What follows belongs to an exercise in optimizing a design on an open flow for small area; a production flow would make more cautious choices. Only simulation tests tie the RTL to the original design; equivalence was not proved. No activity file was given, so power comes from the tool's default toggle rates.

Design video_in_to_axis, start of the top module:
module video_in_to_axis #(
    parameter int WIDTH      = bdc_pkg::WIDTH_DEF,
    parameter int HEIGHT     = bdc_pkg::HEIGHT_DEF,
    parameter int DATA_WIDTH = bdc_pkg::DATA_WIDTH_DEF,
    parameter int FIFO_DEPTH = 64,
    parameter bit VSYNC_POL  = 1'b1
)(
    input  logic                          clk,
    input  logic                          rst_n,
    input  logic [DATA_WIDTH-1:0]         vid_data,
    input  logic                          vid_de,
    input  logic                          vid_vsync,
    output logic [DATA_WIDTH-1:0]         m_axis_tdata,
    output logic                          m_axis_tvalid,
    output logic                          m_axis_tlast,
    output logic                          m_axis_tuser,
    input  logic                          m_axis_tready,
    input  logic                          ovf_clr,
    output logic                          overflow,
    output logic [bdc_pkg::DROP_CNT_W-1:0]         drop_cnt,
    output logic [$clog2(FIFO_DEPTH):0]   fifo_level,
    output logic [15:0]                   meas_width,
    output logic [15:0]                   meas_height,
    output logic                          meas_valid
);
==> flow/config.mk <==
export PLATFORM = sky130hd
export DESIGN_NAME = video_in_to_axis
export DESIGN_NICKNAME = video_in_to_axis
export VERILOG_FILES = /design/flow/design.v
export SDC_FILE = /design/flow/constraint.sdc
export NUM_CORES = 4
export LEC_CHECK = 0
export CAP_MARGIN = 20
export CORE_MARGIN = 2
export CORE_UTILIZATION = 60
export PLACE_DENSITY = 0.7
export SLEW_MARGIN = 20
export SYNTH_HIERARCHICAL = 1
==> flow/constraint.sdc <==
create_clock -name core_clock -period 6.0 [get_ports {clk}]
set_input_delay 1.2000 -clock core_clock [delete_from_list [all_inputs] [get_ports {clk}]]
set_output_delay 1.2000 -clock core_clock [all_outputs]
set_load 0.01 [all_outputs]
standard.sh (not shown) runs the stock make flow with config.mk's settings and CLKGATE_MAP_FILE= SYNTH_SCRIPT=/design/flow/synth_recipe.tcl, a recipe that flattens the netlist after the stock synthesis.
==> flow/flow/run.sh <==
#!/bin/bash
# Own layout flow: the standard layout (standard.sh, all of it), with changes passed to ORFS
# through its own variables:
# - port buffers are the smallest buffer (buf_1) instead of the flow's default pick;
# - clock tree: clkbuf_4 leaf buffers for sink clusters of at most 10 sinks within 30 um,
#   clkbuf_8 above them, and no dummy loads for balancing.
# All tool output goes to logs in this folder (standard.log here, ORFS's per-step logs under orfs/logs).
set -e
export BUFFER_PORTS_ARGS="-buffer_cell sky130_fd_sc_hd__buf_1"
export CTS_ARGS="-sink_clustering_enable -repair_clock_nets -dont_use_dummy_load -sink_clustering_size 10 -sink_clustering_max_diameter 30 -sink_clustering_buffer sky130_fd_sc_hd__clkbuf_4 -buf_list sky130_fd_sc_hd__clkbuf_8"
bash standard.sh > standard.log 2>&1
Rerun with:
==> flow/flow/run.sh (replaced) <==
#!/bin/bash
# Own layout flow: the standard layout (standard.sh, all of it), with changes passed to ORFS
# through its own variables:
# - port buffers are the smallest buffer (buf_1) instead of the flow's default pick;
# - clock tree: clkbuf_8 buffers, sink clusters of at most 16 sinks within 40 um, and no dummy
#   loads for balancing;
# - after global routing, gates off the critical paths are downsized (RECOVER_POWER).
# All tool output goes to logs in this folder (standard.log here, ORFS's per-step logs under orfs/logs).
set -e
export BUFFER_PORTS_ARGS="-buffer_cell sky130_fd_sc_hd__buf_1"
export CTS_ARGS="-sink_clustering_enable -repair_clock_nets -dont_use_dummy_load -sink_clustering_size 16 -sink_clustering_max_diameter 40 -buf_list sky130_fd_sc_hd__clkbuf_8"
export RECOVER_POWER=100
bash standard.sh > standard.log 2>&1
- CAP_MARGIN: 20 -> 10
- SLEW_MARGIN: 20 -> 10
What happened:
- With this change the flow finished but failed the layout checks on capacitance limit, slew limit
- cell area went down by 0.72%
- sequential share of layout area went up by 0.56 points
- combinational power went down by about 2%
Rerun with:
==> flow/flow/run.sh (replaced) <==
#!/bin/bash
# Own layout flow: the standard layout (standard.sh, all of it), with two changes passed to
# ORFS through its own variables:
# - port buffers are the smallest buffer (buf_1) instead of the flow's default pick;
# - clock tree: clkbuf_8 buffers, sink clusters of at most 18 sinks within 55 um, and no dummy
#   loads for balancing.
# All tool output goes to logs in this folder (standard.log here, ORFS's per-step logs under orfs/logs).
set -e
export BUFFER_PORTS_ARGS="-buffer_cell sky130_fd_sc_hd__buf_1"
export CTS_ARGS="-sink_clustering_enable -repair_clock_nets -dont_use_dummy_load -sink_clustering_size 18 -sink_clustering_max_diameter 55 -buf_list sky130_fd_sc_hd__clkbuf_8"
bash standard.sh > standard.log 2>&1
- CAP_MARGIN: 10 -> 20
- CORE_UTILIZATION: 60 -> 75
- PLACE_DENSITY: 0.7 -> 0.82
- SLEW_MARGIN: 10 -> 20
Effect: Now the flow produced a clean layout; synthesized area stays the same; wire length falls by 1.6%; critical path depth stays the same; die area falls by 20%; clock skew rises by 40 ps.
Rerun with:
==> flow/flow/run.sh (replaced) <==
#!/bin/bash
# Own layout flow: the standard layout (standard.sh, all of it), with two changes passed to
# ORFS through its own variables:
# - port buffers are the smallest buffer (buf_1) instead of the flow's default pick;
# - clock tree: clkbuf_8 buffers, sink clusters of at most 18 sinks within 45 um, and no dummy
#   loads for balancing.
# All tool output goes to logs in this folder (standard.log here, ORFS's per-step logs under orfs/logs).
set -e
export BUFFER_PORTS_ARGS="-buffer_cell sky130_fd_sc_hd__buf_1"
export CTS_ARGS="-sink_clustering_enable -repair_clock_nets -dont_use_dummy_load -sink_clustering_size 18 -sink_clustering_max_diameter 45 -buf_list sky130_fd_sc_hd__clkbuf_8"
bash standard.sh > standard.log 2>&1
=> Die area stays the same. Via count barely changes. Wire length hardly moves. Clock skew fell by 8.8 ps.


willow:
Starting RTL as in the previous note.
// video_in_to_axis
module video_in_to_axis #(
    parameter int WIDTH      = bdc_pkg::WIDTH_DEF,
    parameter int HEIGHT     = bdc_pkg::HEIGHT_DEF,
    parameter int DATA_WIDTH = bdc_pkg::DATA_WIDTH_DEF,
    parameter int FIFO_DEPTH = 64,
    parameter bit VSYNC_POL  = 1'b1
)(
    input  logic                          clk,
    input  logic                          rst_n,
    input  logic [DATA_WIDTH-1:0]         vid_data,
    input  logic                          vid_de,
    input  logic                          vid_vsync,
    output logic [DATA_WIDTH-1:0]         m_axis_tdata,
    output logic                          m_axis_tvalid,
    output logic                          m_axis_tlast,
    output logic                          m_axis_tuser,
    input  logic                          m_axis_tready,
    input  logic                          ovf_clr,
    output logic                          overflow,
    output logic [bdc_pkg::DROP_CNT_W-1:0]         drop_cnt,
    output logic [$clog2(FIFO_DEPTH):0]   fifo_level,
    output logic [15:0]                   meas_width,
    output logic [15:0]                   meas_height,
    output logic                          meas_valid
);
export LEC_CHECK = 0
export CAP_MARGIN = 20
export CORE_MARGIN = 2
export CORE_UTILIZATION = 75
export PLACE_DENSITY = 0.82
export SLEW_MARGIN = 20
export SYNTH_HIERARCHICAL = 1
create_clock -name core_clock -period 6.0 [get_ports {clk}]
==> flow/flow/run.sh <==
#!/bin/bash
# Own layout flow: the standard layout (standard.sh, all of it), with two changes passed to
# ORFS through its own variables:
# - port buffers are the smallest buffer (buf_1) instead of the flow's default pick;
# - clock tree: clkbuf_8 buffers, sink clusters of at most 19 sinks within 58 um, and no dummy
#   loads for balancing.
# All tool output goes to logs in this folder (standard.log here, ORFS's per-step logs under orfs/logs).
set -e
export BUFFER_PORTS_ARGS="-buffer_cell sky130_fd_sc_hd__buf_1"
export CTS_ARGS="-sink_clustering_enable -repair_clock_nets -dont_use_dummy_load -sink_clustering_size 19 -sink_clustering_max_diameter 58 -buf_list sky130_fd_sc_hd__clkbuf_8"
bash standard.sh > standard.log 2>&1
Relative to willow, the following input files were edited for xenon:
- SLEW_MARGIN: 20 -> 10
- CAP_MARGIN: 20 -> 10
==> flow/flow/run.sh <==
#!/bin/bash
# Own layout flow: the standard layout (standard.sh, all of it), with changes passed to ORFS
# through its own variables:
# - port buffers are the smallest buffer (buf_1) instead of the flow's default pick;
# - clock tree: clkbuf_8 buffers, sink clusters of at most 16 sinks within 40 um, and no dummy
#   loads for balancing;
# - after global routing, gates off the critical paths are downsized (RECOVER_POWER).
# All tool output goes to logs in this folder (standard.log here, ORFS's per-step logs under orfs/logs).
set -e
export BUFFER_PORTS_ARGS="-buffer_cell sky130_fd_sc_hd__buf_1"
export CTS_ARGS="-sink_clustering_enable -repair_clock_nets -dont_use_dummy_load -sink_clustering_size 16 -sink_clustering_max_diameter 40 -buf_list sky130_fd_sc_hd__clkbuf_8"
export RECOVER_POWER=100
bash standard.sh > standard.log 2>&1
Ran to the end and failed final checks on capacitance limit, slew limit: xenon. xenon against willow: setup slack moved down; wire length moved up; power after layout moved up; share of final layout cell area taken by clock buffers and inverters moved up; fmax moved down. The core of xenon is more densely filled than that of willow. Final max-slew violation count up 174 in xenon wrt willow. Share of total power in combinational logic down 0.4 points in xenon wrt willow. Of willow and xenon, the run reporting the lower clock power was willow. When the final numbers for willow and xenon were put side by side, the max-cap violation count turned out to be greater in xenon.
The following lists how pepper was set up differently from xenon:
==> flow/flow/run.sh <==
#!/bin/bash
# Own layout flow: the standard layout (standard.sh, all of it), with two changes passed to
# ORFS through its own variables:
# - port buffers are the smallest buffer (buf_1) instead of the flow's default pick;
# - clock tree: clkbuf_8 buffers, sink clusters of at most 18 sinks within 45 um, and no dummy
#   loads for balancing.
# All tool output goes to logs in this folder (standard.log here, ORFS's per-step logs under orfs/logs).
set -e
export BUFFER_PORTS_ARGS="-buffer_cell sky130_fd_sc_hd__buf_1"
export CTS_ARGS="-sink_clustering_enable -repair_clock_nets -dont_use_dummy_load -sink_clustering_size 18 -sink_clustering_max_diameter 45 -buf_list sky130_fd_sc_hd__clkbuf_8"
bash standard.sh > standard.log 2>&1
Looking at the reports, pepper completed the entire flow and the layout it produced met the timing, DRC and antenna checks. Run comparison: pepper end of the critical path r_head[8]$_DFF_PN0_; xenon end of the critical path r_head[4]$_DFF_PN0_. pepper reports a higher part of the total power dissipated in sequential elements than xenon does. Diff xenon -> pepper: clock period minus final worst setup slack -0.85 ns; combinational fraction of design power +0.2 points; register fraction of the total cell area ~0 delta; largest voltage drop on the vdd net -5.6%. Comparing pepper against xenon, there is no change at all in critical path depth.
Input changes introduced in sierra (baseline for comparison: pepper):
- a change of PLACE_DENSITY from 0.82 to 0.7
- a change of CAP_MARGIN from 10 to 20
- a change of SLEW_MARGIN from 10 to 20
- a change of CORE_UTILIZATION from 75 to 60
## What came out
sierra finished end to end and its layout was clean on timing, DRC and antenna.
Going from pepper to sierra, leakage power summed over all cells picked up an extra about 0.8%, design area picked up an extra 1.0%, routed wire length picked up an extra 1.1%, count of placed standard cells in the final layout, fillers left out picked up an extra 328, share of power burned in the clock network picked up an extra 0.4 points.
### sierra -> yarrow
- changing CORE_UTILIZATION from 60 to 75
- changing PLACE_DENSITY from 0.7 to 0.82
--- a/flow/flow/run.sh
+++ b/flow/flow/run.sh
@@ -5 +5 @@
-# - clock tree: clkbuf_8 buffers, sink clusters of at most 18 sinks within 45 um, and no dummy
+# - clock tree: clkbuf_8 buffers, sink clusters of at most 21 sinks within 45 um, and no dummy
@@ -10 +10 @@
-export CTS_ARGS="-sink_clustering_enable -repair_clock_nets -dont_use_dummy_load -sink_clustering_size 18 -sink_clustering_max_diameter 45 -buf_list sky130_fd_sc_hd__clkbuf_8"
+export CTS_ARGS="-sink_clustering_enable -repair_clock_nets -dont_use_dummy_load -sink_clustering_size 21 -sink_clustering_max_diameter 45 -buf_list sky130_fd_sc_hd__clkbuf_8"
Notes after the runs:
- yarrow: PASS, flow complete, no timing, DRC or antenna violations
- When yarrow is measured against sierra, its count of buffer and inverter cells on the critical path turns out 1 higher.
- Total power: yarrow below sierra
- Power share of the clock group delta for yarrow relative to sierra: 0.5 points lower
- yarrow ends up with a post-route worst setup slack that is 0.084 ns higher than in sierra.
For garnet, these inputs were changed with respect to yarrow:
- PLACE_DENSITY changed from 0.82 to 0.7
- CORE_UTILIZATION changed from 75 to 60
==> flow/flow/run.sh <==
#!/bin/bash
# Own layout flow: the standard layout (standard.sh, all of it), with changes passed to ORFS
# through its own variables:
# - port buffers are the smallest buffer (buf_1) instead of the flow's default pick;
# - clock tree: clkbuf_16 leaf buffers for sink clusters of at most 32 sinks within 50 um,
#   clkbuf_8 above them, and no dummy loads for balancing.
# All tool output goes to logs in this folder (standard.log here, ORFS's per-step logs under orfs/logs).
set -e
export BUFFER_PORTS_ARGS="-buffer_cell sky130_fd_sc_hd__buf_1"
export CTS_ARGS="-sink_clustering_enable -repair_clock_nets -dont_use_dummy_load -sink_clustering_size 32 -sink_clustering_max_diameter 50 -sink_clustering_buffer sky130_fd_sc_hd__clkbuf_16 -buf_list sky130_fd_sc_hd__clkbuf_8"
bash standard.sh > standard.log 2>&1
==> comparison <==
Against yarrow, sum of internal, switching and leakage power in garnet rose by a little under 10%.
Summary: clock tree skew after final layout, garnet better than yarrow
Re via count of the first global-routing pass: yarrow and garnet aren't equal, and the higher value belongs to yarrow.
Side by side, combinational share of power turned out lower in garnet than in yarrow.
When garnet is set beside yarrow, its final critical-path setup slack turns out to be 0.19 ns smaller.
Comparing yarrow against garnet, there is no change at all in maximum level of the CTS H-tree.
| total of clock buffers placed in the layout | lower: garnet |
Measured against yarrow, the cell total after placement of garnet comes out at 1.07 times the reference value.

==> port drivers added, routing unchanged <==
The results above use ideal ports. As a check the final layouts listed here were re-extracted and re-timed, cells and wires unchanged.
Step 1 assumes that a clkbuf_16 drives the clock port and a buf_2 every other input.
Step 2 moves the port delays by t, midway between the first and last clock arrival at a register: inputs arrive t later, outputs are due t later. That takes back most of the time a late clock gives input paths.
Three values: ideal ports, drivers, drivers and shift; two values: the first two.
run | t, ns | setup slack, ns | latest minus earliest clock arrival (ns)
the first run of note 1 | 0.980 | 1.385 / 1.385 / 1.307 | 0.120 / 0.121
the second run of note 1 | 0.889 | 0.834 / 0.834 / 0.174 | 0.096 / 0.096
the third run of note 1 | 0.864 | 1.593 / 1.593 / 1.290 | 0.118 / 0.118
the fourth run of note 1 | 0.861 | 1.494 / 1.494 / 1.334 | 0.123 / 0.123
willow | 0.824 | 1.601 / 1.601 / 1.364 | 0.088 / 0.088
xenon | 0.901 | 0.749 / 0.749 / 0.188 | 0.088 / 0.088
pepper | 0.882 | 1.595 / 1.595 / 1.208 | 0.118 / 0.118
sierra | 0.874 | 1.437 / 1.437 / 1.387 | 0.126 / 0.126
yarrow | 0.854 | 1.521 / 1.521 / 1.247 | 0.124 / 0.124
garnet | 0.917 | 1.331 / 1.331 / 1.322 | 0.129 / 0.129
The setup slack of the second run of note 1, which loses most, moves by 0.000 ns with the drivers and by -0.660 ns with both steps.
